This is an optimization exercise on Yosys and OpenROAD, whose aim is small area, a short achievable clock period and few clock cycles per item, not a production implementation. The RTL was checked by simulation tests, not by an equivalence proof against the original design.

===== flow/run.sh =====
#!/bin/bash
# synth_recipe.tcl (not shown) runs the flow's synth.tcl, then flattens the netlist and writes it again
# the make line also repeats each setting of config.mk as NAME=value (left out here)
make -C /OpenROAD-flow-scripts/flow DESIGN_CONFIG=/design/flow/config.mk WORK_HOME=/design/flow/orfs CLKGATE_MAP_FILE= SYNTH_SCRIPT=/design/flow/synth_recipe.tcl finish

===== flow/config.mk =====
export PLATFORM = sky130hd
export DESIGN_NAME = qr_cordic_top
export DESIGN_NICKNAME = qr_cordic_top
export VERILOG_FILES = /design/flow/design.v
export SDC_FILE = /design/flow/constraint.sdc
export NUM_CORES = 4
export LEC_CHECK = 0
export CAP_MARGIN = 20
export CORE_MARGIN = 2
export CORE_UTILIZATION = 40
export SETUP_SLACK_MARGIN = 2.7
export SLEW_MARGIN = 20

===== flow/constraint.sdc =====
create_clock -name core_clock -period 6.5 [get_ports {clk}]
set_input_delay 1.3000 -clock core_clock [delete_from_list [all_inputs] [get_ports {clk}]]
set_output_delay 1.3000 -clock core_clock [all_outputs]
set_load 0.01 [all_outputs]

===== flow/design.v =====
package qr_pkg;
	localparam int R_LEN = 12;
	typedef logic signed [R_LEN-1:0] sample_t;
	function automatic sample_t add_sub(input sample_t x, input sample_t v, input logic d);
		logic [R_LEN:0] s;
		s = {x, 1'b1} + {(d ? v : ~v), ~d};
		add_sub = s[R_LEN:1];
	endfunction
	typedef logic [2*R_LEN+2:0] kpart_t;
	function automatic kpart_t scale_k_p1(input sample_t v, input logic dneg, input logic dnz);
		logic [21:0] w;
		logic [21:0] k;
		logic [21:0] a, b, f, g;
		logic [21:0] s1, c1, s2, c2, s3, c3;
		logic [9:0]  lo;
		w = {{10{v[R_LEN-1]}}, v};
		k = dnz ? (dneg ? -22'sd309 : 22'sd313) : 22'sd2;
		a = w << 8;
		b = w << 6;
		f = ~(w << 3);
		g = ~w;
		s1 = a ^ b ^ f;
		c1 = ((a & b) | (a & f) | (b & f)) << 1;
		s2 = s1 ^ c1 ^ g;
		c2 = ((s1 & c1) | (s1 & g) | (c1 & g)) << 1;
		s3 = s2 ^ c2 ^ k;
		c3 = ((s2 & c2) | (s2 & k) | (c2 & k)) << 1;
		lo = {1'b0, s3[8:0]} + {1'b0, c3[8:0]};
		scale_k_p1 = {s3[20:9], c3[20:9], lo[9],
		              dnz & ~dneg & (v == 12'sh7ff), dnz & dneg & (v == 12'sh800)};
	endfunction
	function automatic sample_t scale_k_p2(input kpart_t p);
		logic [R_LEN:0] t;
		sample_t r;
		t = {p[26:15], 1'b1} + {p[14:3], p[2]};
		r = t[R_LEN:1];
		if (p[1]) begin
			scale_k_p2 = {11'h592, r[0]};
		end else if (p[0]) begin
			scale_k_p2 = {11'h26d, r[0]};
		end else begin
			scale_k_p2 = r;
		end
	endfunction
endpackage
module qr_cordic_top
#(
	parameter int ROWS     = 8,
	parameter int ITER_NUM = 12
)
(
	input  logic         clk,
	input  logic         rst,
	input  logic         en,
	input  logic [11:0]  rd_a_data,
	output logic         rd_a,
	output logic [3:0]   rd_a_addr,
	output logic         wr_r,
	output logic [3:0]   wr_r_addr,
	output logic [11:0]  wr_r_data,
	output logic         valid
);
	typedef logic signed [11:0] smp_t;
	logic        busy;
	logic [3:0]  slot;
	logic [12:0] ph;      
	logic [12:0] ph_d;    
	logic [12:0] ph_d3;   
	logic       wr_r11;
	logic       wr_r12;
	logic       wr_r22;
	always_ff @(posedge clk or posedge rst) begin
		if (rst) begin
			busy   <= 1'b0;
			valid  <= 1'b0;
			wr_r11 <= 1'b0;
			wr_r12 <= 1'b0;
			wr_r22 <= 1'b0;
		end else begin
			if (en) begin
				busy  <= 1'b1;
				valid <= 1'b0;
			end else if (wr_r22) begin
				busy  <= 1'b0;
				valid <= 1'b1;
			end
			wr_r11 <= busy && (slot == 4'd8) && ph[12];
			wr_r12 <= wr_r11;
			wr_r22 <= busy && (slot == 4'd10) && ph[2];
		end
	end
	assign ph_d  = {ph[0], ph[12:1]};
	assign ph_d3 = {ph[2:0], ph[12:3]};
	always_ff @(posedge clk) begin
		if (en) begin
			slot <= '0;
			ph   <= 13'd1 << 11;
		end else begin
			ph <= {ph[11:0], ph[12]};
			if (ph[12]) begin
				slot <= slot + 4'd1;
			end
		end
	end
	assign rd_a      = busy && (slot <= 4'd7) && (ph[11] || ph[12]);
	assign rd_a_addr = {slot[2:0], ph[12]};
	assign wr_r      = wr_r11 | wr_r12 | wr_r22;
	assign wr_r_addr = {2'b00, wr_r22, ~wr_r11};
	smp_t x1, y1, x2, y2, x3, y3;
	logic d1;
	logic d1_q;
	logic d3;
	logic last1;    
	logic last2;    
	logic last3;    
	logic last4;    
	assign last1 = ph[12];
	assign last2 = ph[0];
	assign last3 = ph[1];
	assign last4 = ph[2];
	function automatic smp_t shr(input smp_t v, input logic [12:0] p);
		smp_t t;
		shr = '0;
		for (int i = 0; i < 12; i++) begin
			t   = v >>> i;
			shr = shr | ({12{p[i]}} & t);
		end
	endfunction
	assign d1 = ~y1[11];
	assign d3 = ~y3[11];
	always_ff @(posedge clk) begin
		d1_q <= d1;
	end
	smp_t            k_in;
	logic            k_nz;
	logic            k_neg;
	qr_pkg::kpart_t  k_part;
	smp_t            k_out;
	assign k_in  = ({12{ph[11]}} & x1) | ({12{ph[12]}} & x2) | ({12{ph[0]}} & y2) | ({12{ph[1]}} & x3);
	assign k_nz  = (ph[11] & y1[11]) | (ph[12] & y2[11]) | (ph[1] & y3[11]);
	assign k_neg = ph[12] & d1_q;
	always_ff @(posedge clk) begin
		k_part <= qr_pkg::scale_k_p1(k_in, k_neg, k_nz);
	end
	assign k_out = qr_pkg::scale_k_p2(k_part);
	always_ff @(posedge clk) begin
		if (last1) begin
			x1 <= (slot == 4'd0) ? '0 : k_out;
			y1 <= rd_a_data;
		end else begin
			x1 <= qr_pkg::add_sub(x1, shr(y1, ph), d1);
			y1 <= qr_pkg::add_sub(y1, shr(x1, ph), ~d1);
		end
	end
	always_ff @(posedge clk) begin
		if (last2) begin
			x2 <= (slot == 4'd1) ? '0 : k_out;
			y2 <= rd_a_data;
		end else begin
			x2 <= qr_pkg::add_sub(x2, shr(y2, ph_d), d1_q);
			y2 <= qr_pkg::add_sub(y2, shr(x2, ph_d), ~d1_q);
		end
	end
	always_ff @(posedge clk) begin
		if (last4) begin
			x3 <= (slot == 4'd2) ? '0 : k_out;
		end else begin
			x3 <= qr_pkg::add_sub(x3, shr(y3, ph_d3), d3);
		end
		if (last3) begin
			y3 <= k_out;
		end else begin
			y3 <= qr_pkg::add_sub(y3, shr(x3, ph_d3), ~d3);
		end
	end
	assign wr_r_data = ({12{wr_r11}} & x1) | ({12{wr_r12}} & x2) | ({12{wr_r22}} & x3);
endmodule

==> impl_metrics.tcl, run 1 <==
set metrics [dict create \
    io_pins 38 \
    gr-usage-met3 0.0616 \
    critPathMaxFanout 16 \
    fmax_ghz 0.273 \
    synthCells 1550 \
    grt_max_degree 76 \
    rsz0062_at_grt "yes" \
    gp_congestion 0.921 \
    worstMarginPinSlew_ns 1.13 \
    cts_tree "yes" \
    final_antenna_net_count 0 \
    syn_avg_cell_area_um2 8.02 \
    grt_antenna_before_repair 1 \
    fin_skew_ns 0.0133 \
    path_buf_inv 2 \
    synth_area_um2 12400 \
    port_buffers 35 \
    grt_use_total 0.267 \
    hold_viol 0 \
    ys.flop_type "dfxtp_1" \
    fin_hold_ws_ns 0.495 \
    yosysUniqueCellTypes 83 \
    globalRouteOverflowTotal 0 \
    die_h_um 180 \
    vias 12500 \
    vias_per_cell 6.53 \
    synthArstFlopShare 0.0410 \
    core_um2 30600 \
    synth_edf_count 0 \
    clockBufferDepth 2 \
    yosysTopAreaCell "dfxtp_1" \
    dieArea_um2 32500 \
    grt_pass1_vias 11900 \
    drive_gt1_frac 0.0760 \
    synth_top_area_share 0.188 \
    firstDrtPassIters 13 \
    status "timing/DRC/antenna clean" \
    synth.area.top_cells "dfxtp_1 (19%), ha_1 (11%), a22oi_1 (7.5%)" \
    rows 64 \
    clkSinkCount 122 \
    cp_slowest_stage_delay_ns 0.71 \
    worstPathRequired_ns 5.20 \
    cts.clk_slew.worst_paths_ns 0.06 \
    routed_wl_um 44700 \
    slowest_stage "a222oi_1" \
    grt_pass1_wl_um 69000 \
    crit_family "compound AO/OA/AOI/OAI gates" \
    start_util 0.407 \
    ys_warn_count 1 \
    cts_root_buf "clkbuf_16" \
    critPathCaptureType "output port" \
    cts_max_level 4 \
    crit_arrival_ns 2.36 \
    antennaDiodeCount 0 \
    met2_usage 0.411 \
    cts_hold_buf 0 \
    cts_buffers 17 \
    drt_iter0_markers 2077 \
    finalMaxSlewViolations 0 \
    maxCapViolations 0 \
    die_w_um 180 \
    finalCritPeriodShare 0.564 \
    areaGrowthSynthToFinish_pct 11.0 \
    slew-limit-headroom 0.247 \
    drc 0 \
    path_class "flip-flop to output port" \
    crit_chain "a222oi_1 > inv_1 > clkdlybuf4s50_1" \
    grt_use_met1 0.347 \
    fin_nets 1661 \
    hold_path.class "flip-flop to flip-flop" \
    grt.busiest_layer "met2" \
    setup_tns_ns 0 \
    final.min_clock_period_ns 3.66 \
    dp_hpwl_um 31100 \
    ys_ff_latch 122 \
    drt-wirelength-per-cell_um 23.4 \
    clock_latency_ns 0.43 \
    seq_area_frac_synth 0.198 \
    worst_setup_path_start_kind "flip-flop" \
    setup_viol_count_final 0 \
]
-- final timing paths --
| check | startpoint | end | slack, ns | cells past startpoint |
|---|---|---|---|---|
| min in group asynchronous | rst | valid | 1.06 | 2 |
| min | busy | busy | 0.50 | 1 |
| max in group asynchronous | rst | wr_r11 | 5.25 | 2 |
| max | wr_r22 | wr_r_data[0] | 2.84 | 3 |
| min reg2reg | busy | busy | 0.50 | 1 |
| max reg2reg | ph[6] | x2[10] | 2.84 | 12 |
-- worst register-to-register path, cell delays in order (launching register included) --
cell and delay [ns]:
dfxtp_1 0.30, buf_4 0.28, nor2_1 0.38, nand2_2 0.19
nor4_2 0.28, nand2b_1 0.17, a222oi_1 0.37, xor2_1 0.13
ha_1 0.26, or3_1 0.40, a311oi_2 0.23, nor4_1 0.07
or3b_2 0.46
-- repair_timing --
action,CTS,global route
setup endpoints to repair,14,17
gates resized for setup,14,24
cloned,0,0
buffers inserted,3,3
pin swaps,2,2
-- cells in the mapped netlist, types with 17 or more instances --
master,number
a22oi_1,124
dfxtp_1,117
o21ai_0,74
a21oi_1,83
fa_1,35
ha_1,111
clkbuf_1,94
nand2_1,140
nor3_1,28
a222oi_1,37
o22ai_1,25
a221oi_1,34
mux2i_1,17
inv_1,79
xor2_1,38
nor2_1,54
nand4_1,19
a21o_1,19
a22o_1,30
nand3_1,58
xnor2_1,81
buf_1,25
-- metrics by stage --
step	setup WS (ns)	util	std cells	area, um^2
after floorplan	2.79	-	1551	12400
after global placement	2.42	0.423	1871	12900
after detailed placement	2.26	0.423	1871	12900
after CTS	2.66	0.446	1906	13700
after global routing	2.65	0.451	1909	13800
final	2.84	0.451	1909	13800
-- area by class of cell --
cell class / count / area, um^2
repair buffers: 61 / 601
well taps: 396 / 495
flip-flops and latches: 122 / 2490
inverters: 84 / 317
fillers: 3003 / 16800
multi-input cells: 1214 / 9280
clock buffers: 22 / 454
clock inverters: 10 / 166
-- registers in the layout, summed over array words and instances, names as in the netlist --
name,count
y1,12
wr_r12,1
wr_r22,1
x3,12
wr_r11,1
slot,4
d1_q,1
y2,12
valid,1
k_part,27
x1,12
y3,12
ph,13
x2,12
busy,1
-- cells in the final DEF (no fill, tap or decap), types with 18 or more instances in the layout --
cell type,count
a21o_1,19
a21oi_1,82
a221oi_1,30
a222oi_1,37
a22o_1,30
a22oi_1,123
buf_4,18
clkdlybuf4s50_1,35
dfxtp_1,106
fa_1,35
ha_1,110
inv_1,79
nand2_1,138
nand3_1,58
nand4_1,19
nor2_1,54
nor3_1,25
o21ai_0,72
o22ai_1,25
xnor2_1,80
xor2_1,37
-- layer usage --
metal  wire length (um)  vias up  share of wire
li1                   -     5705              -
met1              18300     5884           0.41
met4               2570        0          0.058
met5                  0        -              0
met2              19300      718           0.43
met3               4480      168           0.10
-- cell families (layout without fill, tap and decap cells) --
kind of cell,count (synthesis),count (layout),share of synthesized area
DFF,122,122,0.198
adders and majority gates,146,146,0.168
and+or+nand+nor,397,397,0.160
other,1,2,0.000302
muxes,20,20,0.0164
buffers and inverters,215,177,0.0682
xor gates and xnor gates,120,120,0.0851
AOI/OAI and AO/OA,529,529,0.303
Testbench counts, summed over its fixed seeds: cycles 15,888, items 128.
==> run 2, diff against run 1 <==
--- a/flow/config.mk
+++ b/flow/config.mk
@@ -8,5 +8,5 @@
 export CAP_MARGIN = 20
 export CORE_MARGIN = 2
-export CORE_UTILIZATION = 40
+export CORE_UTILIZATION = 60
 export SETUP_SLACK_MARGIN = 2.7
 export SLEW_MARGIN = 20
==> impl_metrics.tcl, run 2 <==
set metrics [dict create \
    status "timing/DRC/antenna clean" \
    cts_root_buf "clkbuf_16" \
    vias 12800 \
    nFillCells 1720 \
    hold_path.class "flip-flop to flip-flop" \
    synth_top_area_share 0.188 \
    fmax_ghz 0.269 \
    routed_wl_um 44000 \
    slowest_stage "or4_4" \
    grt_pass1_vias 11900 \
    synthArstFlopShare 0.0410 \
    clock_latency_ns 0.44 \
    vias_per_cell 7.13 \
    met2_usage 0.588 \
    drc 0 \
    gr-usage-met3 0.0898 \
    grt_pass1_wl_um 67600 \
    dieArea_um2 21900 \
    ff2ff_path_depth 13 \
    ys_ff_latch 122 \
    core_um2 20300 \
    setup_viol_count_final 0 \
    holdPathStages 1 \
    layout_common_cells "nand2_1 (138), a22oi_1 (124), ha_1 (110)" \
    clkSinkCount 122 \
    cts.clk_slew.worst_paths_ns 0.06 \
    finalMaxSlewViolations 0 \
    path_class "flip-flop to flip-flop" \
    globalRouteOverflowTotal 0 \
    final.min_clock_period_ns 3.72 \
    critPathMaxFanout 5 \
    crit_family "simple AND/OR/NAND/NOR gates" \
    ff2ff_setup_slack_ns 2.78 \
    cts_max_level 4 \
    maxCapViolations 0 \
    areaGrowthSynthToFinish_pct 11.1 \
    rsz0062_at_grt "yes" \
    r2r_start "ph[9]" \
    crit_chain "buf_12 > or4_4 > or3_4 > o21ai_1 > nand3_1 > xor2_1 > ha_1 > a21oi_2 > or3b_2 > o21a_2 > a211oi_2 > mux2i_1 > nand4_1" \
    syn_avg_cell_area_um2 8.02 \
    fin_nets 1678 \
    grt_max_degree 52 \
    rows 52 \
    fin_hold_ws_ns 0.492 \
    yosysTopAreaCell "dfxtp_1" \
    yosysMostFrequentCell "nand2_1" \
    finalCritPeriodShare 0.572 \
    cp_slowest_stage_delay_ns 0.54 \
    synth_area_um2 12400 \
    reg_top3 "k_part (27), ph (13)" \
    gp_congestion 0.968 \
    drt-wirelength-per-cell_um 24.4 \
    synthCells 1550 \
    hold_viol 0 \
    regMostFlops "k_part" \
    crit_arrival_ns 4.04 \
    drive_gt1_frac 0.0882 \
    worstMarginPinSlew_ns 1.17 \
    min_to "busy" \
    grt_use_total 0.394 \
    fin_skew_ns 0.0114 \
    dp_hpwl_um 30200 \
    grt.busiest_layer "met2" \
    final_antenna_net_count 0 \
    grt_use_met1 0.537 \
    clockBufferDepth 2 \
    yosysUniqueCellTypes 83 \
    worstPathRequired_ns 6.82 \
    drt_iter0_markers 2127 \
    worst_setup_path_start_kind "flip-flop" \
    die_h_um 148 \
    start_util 0.613 \
    synth_edf_count 0 \
    io_pins 38 \
    port_buffers 35 \
    grt_antenna_before_repair 0 \
    hp-start "busy" \
    synth_commonest_cells "nand2_1 (140), a22oi_1 (124), dfxtp_1 (117)" \
    largest_reg_flops 27 \
    path_buf_inv 1 \
    cts_tree "yes" \
    synth.area.top_cells "dfxtp_1 (19%), ha_1 (11%), a22oi_1 (7.5%)" \
    ys_warn_count 1 \
    cts_buffers 17 \
    reg2reg_to "y2[11]" \
    slew-limit-headroom 0.213 \
    seq_area_frac_synth 0.198 \
    setup_tns_ns 0 \
    layout_commonest_cell "nand2_1" \
    ys.flop_type "dfxtp_1" \
    firstDrtPassIters 10 \
    die_w_um 148 \
    critPathCaptureType "flip-flop" \
    antennaDiodeCount 0 \
]
## run 2: worst max path at each step
stage	start	endpoint	slack, ns	cells after the start
2_1_floorplan	ph[1]	k_part[2]	2.79	15
3_3_place_gp	ph[12]	y2[11]	2.51	12
3_5_place_dp	ph[8]	x2[10]	2.32	12
4_1_cts	ph[11]	k_part[2]	2.64	11
5_1_grt	ph[11]	x2[10]	2.56	13
6_report	ph[9]	y2[11]	2.78	13
## run 2: layout make-up
| class | count | area (um^2) | area share |
|---|---|---|---|
| Tap cell | 270 | 338 | 0.0245 |
| Multi-Input combinational cell | 1214 | 9260 | 0.670 |
| Clock inverter | 12 | 139 | 0.0101 |
| Clock buffer | 20 | 457 | 0.0331 |
| Timing Repair Buffer | 78 | 802 | 0.0581 |
| Sequential cell | 122 | 2500 | 0.181 |
| Inverter | 84 | 319 | 0.0231 |
## run 2: per-layer routing
metal  up-vias  wire length (um)
met5         -                 0
met4         0              2650
met3       213              5540
met2       941             18400
met1      5942             17300
li1       5738                 -
## run 2: worst reg2reg max path: stages, from the launching register on
cell and delay [ns]:
dfxtp_4 0.37, buf_12 0.13, or4_4 0.54, or3_4 0.38, o21ai_1 0.13, nand3_1 0.11, xor2_1 0.18, ha_1 0.36
a21oi_2 0.17, or3b_2 0.45, o21a_2 0.25, a211oi_2 0.23, mux2i_1 0.21, nand4_1 0.10
## run 2: metrics by stage
step,std cells,area (um^2),setup slack [ns],util
after global routing,1800,13800,2.56,0.681
after detailed placement,1746,12800,2.32,0.630
final,1800,13800,2.78,0.681
after global placement,1746,12800,2.51,0.630
after floorplan,1551,12400,2.79,-
after CTS,1781,13500,2.64,0.664
## run 2: logic make-up after synthesis
family / count (synthesis) / synth area share
simple gates: 397 / 0.160
buf+inv: 215 / 0.0682
mux: 20 / 0.0164
fa+ha+maj: 146 / 0.168
compound gates: 529 / 0.303
xor+xnor: 120 / 0.0851
other cells: 1 / 0.000302
flops: 122 / 0.198
## run 2: what timing repair did
item / in CTS / in global routing
pin swaps: 4 / 13
resized for setup: 20 / 41
endpoints found under the setup margin: 17 / 25
hold buffers: 0 / 0
gates cloned: 0 / 2
setup buffers: 3 / 17
==> run 3, diff against run 2 <==
--- a/flow/config.mk
+++ b/flow/config.mk
@@ -8,5 +8,5 @@
 export CAP_MARGIN = 20
 export CORE_MARGIN = 2
-export CORE_UTILIZATION = 60
-export SETUP_SLACK_MARGIN = 2.7
+export CORE_UTILIZATION = 40
+export SETUP_SLACK_MARGIN = 2.9
 export SLEW_MARGIN = 20
==> impl_metrics.tcl, run 3 <==
set metrics [dict create \
    critPathMaxFanout 12 \
    cts_root_buf "clkbuf_16" \
    final_antenna_net_count 0 \
    start_util 0.407 \
    yosysUniqueCellTypes 83 \
    gp_congestion 0.921 \
    finalMaxSlewViolations 0 \
    fmax_ghz 0.276 \
    drt_iter0_markers 1989 \
    globalRouteOverflowTotal 0 \
    ys_ff_latch 122 \
    grt_antenna_before_repair 0 \
    io_pins 38 \
    synth_edf_count 0 \
    holdPathStages 1 \
    dieArea_um2 32500 \
    fin_hold_ws_ns 0.499 \
    cts_tree "yes" \
    min_to "busy" \
    yosysMostFrequentCell "nand2_1" \
    synth_commonest_cells "nand2_1 (140), a22oi_1 (124), dfxtp_1 (117)" \
    final.min_clock_period_ns 3.63 \
    synth_area_um2 12400 \
    vias 12700 \
    clock_latency_ns 0.44 \
    finalCritPeriodShare 0.558 \
    rsz0062_at_grt "yes" \
    grt_max_degree 58 \
    hold_viol 0 \
    layout_common_cells "nand2_1 (137), a22oi_1 (120), ha_1 (108)" \
    worstPathRequired_ns 5.20 \
    crit_chain "a222oi_1 > inv_1 > clkdlybuf4s50_1" \
    crit_family "compound AO/OA/AOI/OAI gates" \
    routed_wl_um 45500 \
    clkSinkCount 122 \
    reg2reg_to "x2[9]" \
    fin_nets 1685 \
    core_um2 30600 \
    ys_warn_count 1 \
    ys.flop_type "dfxtp_1" \
    grt_pass1_wl_um 69900 \
    path_depth 3 \
    status "timing/DRC/antenna clean" \
    synthCells 1550 \
    worstMarginPinSlew_ns 1.13 \
    path_class "flip-flop to output port" \
    maxCapViolations 0 \
    ff2ff_setup_slack_ns 2.95 \
    rows 64 \
    hp-start "busy" \
    seq_area_frac_synth 0.198 \
    synth_top_area_share 0.188 \
    syn_avg_cell_area_um2 8.02 \
    nFillCells 3030 \
    drt-wirelength-per-cell_um 23.5 \
    setup_viol_count_final 0 \
    setup_tns_ns 0 \
    fin_ws_ns 2.87 \
    crit_arrival_ns 2.33 \
    worst_setup_path_start_kind "flip-flop" \
    firstDrtPassIters 8 \
    drc 0 \
    r2r_start "ph[11]" \
    fin_skew_ns 0.0136 \
    critPathCaptureType "output port" \
    drive_gt1_frac 0.117 \
    grt_use_total 0.271 \
    synth.area.top_cells "dfxtp_1 (19%), ha_1 (11%), a22oi_1 (7.5%)" \
    slowest_stage "a222oi_1" \
    path_buf_inv 2 \
    cts.clk_slew.worst_paths_ns 0.06 \
    regMostFlops "k_part" \
    cts_buffers 17 \
    cp_slowest_stage_delay_ns 0.76 \
    antennaDiodeCount 0 \
    port_buffers 35 \
    slew-limit-headroom 0.240 \
    die_w_um 180 \
    layout_commonest_cell "nand2_1" \
    dp_hpwl_um 31600 \
    grt_pass1_vias 11900 \
    fin_util 0.466 \
    pre_cts_ws_ns 2.37 \
    synthArstFlopShare 0.0410 \
    reg_top3 "k_part (27), ph (13)" \
    ff2ff_path_depth 13 \
    hold_path.class "flip-flop to flip-flop" \
    largest_reg_flops 27 \
    areaGrowthSynthToFinish_pct 14.6 \
    cts_max_level 4 \
    die_h_um 180 \
    clockBufferDepth 2 \
    vias_per_cell 6.58 \
    yosysTopAreaCell "dfxtp_1" \
]
run 3: cell types whose count changed in the layout (fill, tap and decap cells not counted), moves of 5 or more:
cell      change
a21oi_1       -5
buf_4         +8
dfxtp_1      -12
dfxtp_2       +8
a21oi_2       +5
clkbuf_1      +5
run 3: area by class of cell:
class                      instances  area, um^2  share of cell area
multi-input combinational       1214        9470               0.664
sequential                       122        2530               0.177
timing repair buffer              85         863              0.0606
clock buffer                      27         514              0.0361
tap                              396         495              0.0348
inverter                          84         325              0.0228
clock inverter                     5        57.6             0.00404
run 3: cell families (layout without fill, tap and decap cells):
| group | Yosys count | in the layout | share of synthesized area |
|---|---|---|---|
| other cells | 1 | 2 | 0.000302 |
| compound gates | 529 | 529 | 0.303 |
| fa+ha+maj | 146 | 146 | 0.168 |
| simple gates | 397 | 397 | 0.160 |
| xor+xnor | 120 | 120 | 0.0851 |
| flops | 122 | 122 | 0.198 |
| buf+inv | 215 | 201 | 0.0682 |
| mux | 20 | 20 | 0.0164 |
run 3: how the worst max path moves through the flow:
stage / slack, ns / start / to
2_1_floorplan: 2.93 / ph[12] / k_part[2]
3_3_place_gp: 2.41 / ph[10] / x2[10]
3_5_place_dp: 2.37 / ph[10] / x2[10]
4_1_cts: 2.88 / x1[5] / k_part[2]
5_1_grt: 2.81 / ph[9] / y1[11]
6_report: 2.87 / wr_r11 / wr_r_data[9]
run 3: timing repair:
item                                    in CTS  in global routing
hold buffers                                 0                  0
gates cloned                                 1                  1
endpoints found under the setup margin      39                 26
pin swaps                                   13                 24
buffers inserted                            12                 18
resized for setup                           52                 66
run 3: metal layers:
layer	share of wire	wire, um	global-route usage
met1	0.41	18700	0.361
met2	0.45	20200	0.425
met3	0.10	4560	0.0596
met4	0.044	1990	0.110
met5	0	0	0
run 3: metrics by stage:
step	std cells	instance area [um^2]
finish	1933	14300
global route	1933	14300
CTS	1914	13800
detailed placement	1869	12900
global placement	1869	12900
floorplan	1551	12500

[port drivers added, routing unchanged]
The flow's constraints put no driver on any port. The routed layouts listed below were extracted and timed again, unchanged, in two steps. Step 1, drivers: a clkbuf_16 drives clk and a buf_2 each remaining input, both assumed. Step 2 adds t to the input delays and takes it off the output delays; t is the mean of the earliest and latest rising clock arrival at the registers after step 1. Input paths then give back, and output paths get back, about the clock's delay inside the block. Three values: ideal, step 1, step 2; two values: the first two.
run	t, ns	setup slack, ns	worst setup path at the end
run 1	0.478	2.835 / 2.785 / 2.837	register to register
run 2	0.478	2.780 / 2.780 / 2.780	register to register
run 3	0.481	2.871 / 2.820 / 2.953	register to register
After both steps every run listed still meets setup and hold.
